Background: an optimization exercise with open tools, aiming at small area, a short achievable clock period and few clock cycles per item. Do not read the settings as production practice. Only simulation tests tie the RTL to the original design; equivalence was not proved.

===== flow/run.sh =====
#!/bin/bash
# synth_recipe.tcl (not shown) runs the flow's synth.tcl, then flattens the netlist and writes it again
# the make line also repeats each setting of config.mk as NAME=value (left out here)
make -C /OpenROAD-flow-scripts/flow DESIGN_CONFIG=/design/flow/config.mk WORK_HOME=/design/flow/orfs CLKGATE_MAP_FILE= SYNTH_SCRIPT=/design/flow/synth_recipe.tcl finish

===== flow/design.v =====
module multichannel_fir_filter #(
    parameter int DATA_WIDTH = 16,
    parameter int DATA_COUNT = 2,
    parameter int TAP_COUNT  = 8,
    parameter int COEF_WIDTH = 16,
    parameter int COEF_FRAC  = 15,
    parameter int DECIMATION = 1
) (
    input  logic                             clk,
    input  logic                             reset,
    input  logic [DATA_WIDTH*DATA_COUNT-1:0] in_data,
    input  logic                             in_valid,
    output logic                             in_ready,
    output logic [DATA_WIDTH*DATA_COUNT-1:0] out_data,
    output logic                             out_valid,
    input  logic                             out_ready,
    input  logic                             coef_we,
    input  logic [$clog2(TAP_COUNT)-1:0]     coef_addr,
    input  logic [COEF_WIDTH-1:0]            coef_data,
    output logic                             coef_busy
);
    localparam int TAP_W  = $clog2(TAP_COUNT);
    localparam int CH_W   = (DATA_COUNT > 1) ? $clog2(DATA_COUNT) : 1;
    localparam int DEC_W  = (DECIMATION > 1) ? $clog2(DECIMATION) : 1;
    localparam int PROD_W = DATA_WIDTH + COEF_WIDTH;
    localparam int ACC_W  = PROD_W + TAP_W;
    localparam int RND_W  = ACC_W + 1;
    localparam logic [TAP_W-1:0] LAST_TAP = TAP_W'(TAP_COUNT - 1);
    localparam logic [CH_W-1:0]  LAST_CH  = CH_W'(DATA_COUNT - 1);
    localparam logic [DEC_W-1:0] LAST_DEC = DEC_W'(DECIMATION - 1);
    localparam logic signed [COEF_WIDTH-1:0] COEF_INIT =
        COEF_WIDTH'(((64'sd1 <<< COEF_FRAC) + TAP_COUNT / 2) / TAP_COUNT);
    localparam logic signed [RND_W-1:0] ROUND_BIAS = RND_W'(64'sd1 <<< (COEF_FRAC - 1));
    localparam logic signed [RND_W-1:0] SAT_MAX    = RND_W'((64'sd1 <<< (DATA_WIDTH - 1)) - 64'sd1);
    localparam logic signed [RND_W-1:0] SAT_MIN    = ~SAT_MAX;
    typedef enum logic [1:0] {IDLE, MAC, FINISH, OUTPUT} state_t;
    state_t                        state_q;
    logic signed [DATA_WIDTH-1:0]  dly_q  [DATA_COUNT][TAP_COUNT];
    logic signed [COEF_WIDTH-1:0]  coef_q [TAP_COUNT];
    logic signed [DATA_WIDTH-1:0]  slot_q [DATA_COUNT];
    logic signed [ACC_W-1:0]       acc_q;
    logic [TAP_W-1:0]              tap_q;
    logic [CH_W-1:0]               ch_q;
    logic [DEC_W-1:0]              dec_q;
    logic [DATA_WIDTH*DATA_COUNT-1:0] out_data_q;
    logic                          out_valid_q;
    logic signed [DATA_WIDTH-1:0]  sample;
    logic signed [PROD_W-1:0]      prod;
    logic signed [ACC_W-1:0]       acc_base;
    logic signed [ACC_W-1:0]       acc_d;
    logic signed [RND_W-1:0]       rnd_d;
    logic signed [DATA_WIDTH-1:0]  result_d;
    logic                          accept;
    assign in_ready  = (state_q == IDLE) && !reset;
    assign coef_busy = (state_q != IDLE);
    assign out_data  = out_data_q;
    assign out_valid = out_valid_q;
    assign accept    = in_valid && in_ready;
    always_comb begin
        sample = '0;
        for (int c = 0; c < DATA_COUNT; c++) begin
            if (ch_q == CH_W'(c)) begin
                sample = dly_q[c][tap_q];
            end
        end
    end
    assign prod     = PROD_W'(sample) * PROD_W'(coef_q[tap_q]);
    assign acc_base = (tap_q == '0) ? '0 : acc_q;
    assign acc_d    = acc_base + ACC_W'(prod);
    assign rnd_d    = (RND_W'(acc_d) + ROUND_BIAS) >>> COEF_FRAC;
    always_comb begin
        if (rnd_d > SAT_MAX) begin
            result_d = SAT_MAX[DATA_WIDTH-1:0];
        end else if (rnd_d < SAT_MIN) begin
            result_d = SAT_MIN[DATA_WIDTH-1:0];
        end else begin
            result_d = rnd_d[DATA_WIDTH-1:0];
        end
    end
    always_ff @(posedge clk) begin
        if (reset) begin
            state_q     <= IDLE;
            acc_q       <= '0;
            tap_q       <= '0;
            ch_q        <= '0;
            dec_q       <= '0;
            out_data_q  <= '0;
            out_valid_q <= 1'b0;
            for (int t = 0; t < TAP_COUNT; t++) begin
                coef_q[t] <= COEF_INIT;
            end
            for (int c = 0; c < DATA_COUNT; c++) begin
                slot_q[c] <= '0;
                for (int t = 0; t < TAP_COUNT; t++) begin
                    dly_q[c][t] <= '0;
                end
            end
        end else begin
            case (state_q)
                IDLE: begin
                    if (coef_we) begin
                        coef_q[coef_addr] <= coef_data;
                    end
                    if (accept) begin
                        for (int c = 0; c < DATA_COUNT; c++) begin
                            dly_q[c][0] <= in_data[(DATA_COUNT-1-c)*DATA_WIDTH +: DATA_WIDTH];
                            for (int t = 1; t < TAP_COUNT; t++) begin
                                dly_q[c][t] <= dly_q[c][t-1];
                            end
                        end
                        if (dec_q == LAST_DEC) begin
                            dec_q   <= '0;
                            tap_q   <= '0;
                            ch_q    <= '0;
                            state_q <= MAC;
                        end else begin
                            dec_q <= dec_q + 1'b1;
                        end
                    end
                end
                MAC: begin
                    acc_q <= acc_d;
                    if (tap_q == LAST_TAP) begin
                        for (int c = 0; c < DATA_COUNT; c++) begin
                            if (ch_q == CH_W'(c)) begin
                                slot_q[c] <= result_d;
                            end
                        end
                        tap_q <= '0;
                        if (ch_q == LAST_CH) begin
                            state_q <= FINISH;
                        end else begin
                            ch_q <= ch_q + 1'b1;
                        end
                    end else begin
                        tap_q <= tap_q + 1'b1;
                    end
                end
                FINISH: begin
                    for (int c = 0; c < DATA_COUNT; c++) begin
                        out_data_q[(DATA_COUNT-1-c)*DATA_WIDTH +: DATA_WIDTH] <= slot_q[c];
                    end
                    out_valid_q <= 1'b1;
                    state_q     <= OUTPUT;
                end
                OUTPUT: begin
                    if (out_ready) begin
                        out_valid_q <= 1'b0;
                        state_q     <= IDLE;
                    end
                end
                default: state_q <= IDLE;
            endcase
        end
    end
endmodule

===== flow/config.mk =====
export PLATFORM = sky130hd
export DESIGN_NAME = multichannel_fir_filter
export DESIGN_NICKNAME = multichannel_fir_filter
export VERILOG_FILES = /design/flow/design.v
export SDC_FILE = /design/flow/constraint.sdc
export NUM_CORES = 4
export LEC_CHECK = 0
export CAP_MARGIN = 20
export CORE_MARGIN = 2
export CORE_UTILIZATION = 40
export SLEW_MARGIN = 20

===== flow/constraint.sdc =====
create_clock -name core_clock -period 11.0 [get_ports {clk}]
set_input_delay 2.2000 -clock core_clock [delete_from_list [all_inputs] [get_ports {clk}]]
set_output_delay 2.2000 -clock core_clock [all_outputs]
set_load 0.01 [all_outputs]

==> impl_metrics.env <==
export IMPL_wl_per_cell_um=18.5
export IMPL_cts_buffers=56
export IMPL_min_path_type="reg2reg"
export IMPL_finClkSkew_ns=0.0346
export IMPL_synth_nets=4016
export IMPL_layout_setup_ws_ns=0.652
export IMPL_firstDrtPassIters=9
export IMPL_syn_area_per_cell_um2=9.27
export IMPL_cts_root_buf="clkbuf_16"
export IMPL_timing_fmax_mhz=96.6
export IMPL_clk_latency_ns=0.64
export IMPL_drive_above_1_share_pct=7.90
export IMPL_synth_area_leaders="dfxtp_1, fa_1, edfxtp_1"
export IMPL_gp_congestion=0.836
export IMPL_coreArea_mm2=0.0808
export IMPL_yosys_area_top_type_share_pct=22.3
export IMPL_cts_clk_slew_worst_paths_ns=0.06
export IMPL_rsz0062_at_grt="false"
export IMPL_die_h_um=290
export IMPL_cp_end_kind="flip-flop"
export IMPL_ctsHoldBuffers=0
export IMPL_path_max_fanout=18
export IMPL_hold_slack_ns=0.431
export IMPL_slew_viol_final=0
export IMPL_synthArstFlopShare_pct=0
export IMPL_setup_tns_final_ns=0
export IMPL_synthCells=3535
export IMPL_vias_per_cell=5.29
export IMPL_cts_buffer_depth=3
export IMPL_slowest_delay_ns=0.89
export IMPL_cts_htree_levels=2
export IMPL_io_pins=91
export IMPL_cts_tree="built"
export IMPL_relSlewSlack_pct=25.2
export IMPL_cap_violations=0
export IMPL_crit_path_frequent_cell="fa_1"
export IMPL_grt_total_usage_pct=20.8
export IMPL_synth_seq_area_share_pct=34.0
export IMPL_cts_num_sinks=493
export IMPL_drc=0
export IMPL_synth_cell_types=97
export IMPL_ant_nets=0
export IMPL_path_delay_family="adder cells"
export IMPL_dp_hpwl_um=61100
export IMPL_grt_pass1_wl_um=140000
export IMPL_synth_edf_count=128
export IMPL_drtIter0Drc=2074
export IMPL_synthToLayoutAreaGrowth_pct=11.9
export IMPL_antenna_found_initial=0
export IMPL_place_worst_setup_slack_ns=0.552
export IMPL_fin_crit_sh_pct=94.1
export IMPL_worst_pin_slew_ns=1.09
export IMPL_dieArea_mm2=0.0842
export IMPL_drt_wl_total_um=86300
export IMPL_syn_area_mm2=0.0328
export IMPL_start_util_pct=40.6
export IMPL_yosysTopAreaCell="dfxtp_1"
export IMPL_final_hold_viol_count=0
export IMPL_worst_endpoint_required_ns=11.58
export IMPL_io_buffers=90
export IMPL_ys_ff_latch=493
export IMPL_outcome="complete, no violations"
export IMPL_cp_num_buf_inv=5
export IMPL_crit_path_start_kind="flip-flop"
export IMPL_grt_max_degree=139
export IMPL_synth_flop_cell="dfxtp_1"
export IMPL_grt_ovfl_total=0
export IMPL_finalSetupViolCount=0
export IMPL_num_rows=104
export IMPL_synthTopCellsByCount="nand2_1, dfxtp_1, inv_1"
export IMPL_die_w_um=290
export IMPL_n_antenna_cell=0
export IMPL_finalCriticalPeriod_ns=10.35
export IMPL_num_vias=24600
export IMPL_synth_most_common_cell="nand2_1"
export IMPL_ys_warn_count=3
export IMPL_arrival_ns=10.93
export IMPL_grt_pass1_vias=25000
export IMPL_critPathKind="reg2reg"
export IMPL_nets=4030
export IMPL_critPathSlowestCell="mux2i_1"
## sequential cells by signal, summed over array words and instances (netlist names), 2 cells and up, named ones only
register and count:
coef_q 128, acc_q 35, state_q 2, tap_q 3, slot_q 32, dly_q 256
out_data_q 32
## cells in the final DEF (no fill, tap or decap), types with 48 or more instances in the layout
cell type	instances
a21oi_1	59
and2_1	162
buf_4	74
clkbuf_16	56
clkdlybuf4s50_1	89
dfxtp_1	363
edfxtp_1	128
fa_1	311
ha_1	109
inv_1	363
mux2i_1	83
nand2_1	663
nand3_1	272
nor2_1	282
xnor2_1	48
## worst paths after layout
path	from	endpoint	slack [ns]	cells after the start
max	tap_q[0]	slot_q[0][4]	0.65	31
min	dly_q[4][7]	dly_q[5][7]	0.43	2
max reg2reg	tap_q[0]	slot_q[0][4]	0.65	31
min reg2reg	dly_q[4][7]	dly_q[5][7]	0.43	2
## metrics by stage
stage                     cell area, um2  instances  utilization [%]
after global routing               36700       4655             45.4
after global placement             34700       4549             43.0
after floorplan                    32800       3535                -
after detailed placement           34700       4549             43.0
final                              36700       4655             45.4
after CTS                          36600       4653             45.3
## layer usage
| metal | global-route usage [%] | share of wire, % |
|---|---|---|
| met1 | 28.9 | 46 |
| met2 | 33.9 | 47 |
| met3 | 2.78 | 5.1 |
| met4 | 5.77 | 2.5 |
| met5 | 0 | 0 |
## cell type report
| cell class | instances | area, um2 |
|---|---|---|
| Fill cell | 7751 | 44100 |
| Clock buffer | 76 | 1590 |
| Multi-Input combinational cell | 2467 | 19400 |
| Sequential cell | 493 | 11200 |
| Inverter | 365 | 1380 |
| Timing Repair Buffer | 166 | 1510 |
| Clock inverter | 28 | 304 |
| Tap cell | 1060 | 1330 |
## timing repair
item | in CTS | in global routing
resized for setup | 0 | 2
buffers inserted | 0 | 1
setup endpoints to repair | 0 | 30
## logic make-up (layout without fill, tap and decap cells)
kind of cell	after synthesis	after routing	synth area share, %
XOR/XNOR	64	64	1.73
AO/OA/AOI/OAI	321	321	7.68
flip-flops	493	493	34.0
adder cells (fa/ha/maj)	425	425	23.3
buffers and inverters	575	635	6.89
AND/OR/NAND/NOR	1529	1529	21.1
multiplexers	128	128	5.18
## tightest hold or removal path: stages (launching register included)
cell     delay [ns]
dfxtp_1        0.32
nand2_1        0.06
nand2_1        0.04
Testbench counts, summed over its fixed seeds: cycles 60,800, items 3,200.

==> port drivers added, routing unchanged <==
In the flow no input, the clock included, has a driving cell. The finished layout below was timed again as built, in two steps. Step 1, drivers: a clkbuf_16 drives clk and a buf_2 each remaining input, both assumed. Step 2 adds t to the input delays and takes it off the output delays; t is the mean of the earliest and latest rising clock arrival at the registers after step 1. Input paths then give back, and output paths get back, about the clock's delay inside the block. Three values: ideal ports, drivers, drivers and shift; two values: the first two.
t, ns: 0.689
setup WS [ns]: 0.652 / 0.652 / 0.652
worst setup path at the end: register to register
slew at the worst register clock pin (ns): 0.07 / 0.07
cell pins on the clock port's net: 1
After both steps this run still meets setup and hold. The setup slack of this run moves by 0.000 ns with the drivers and by 0.000 ns with both steps.
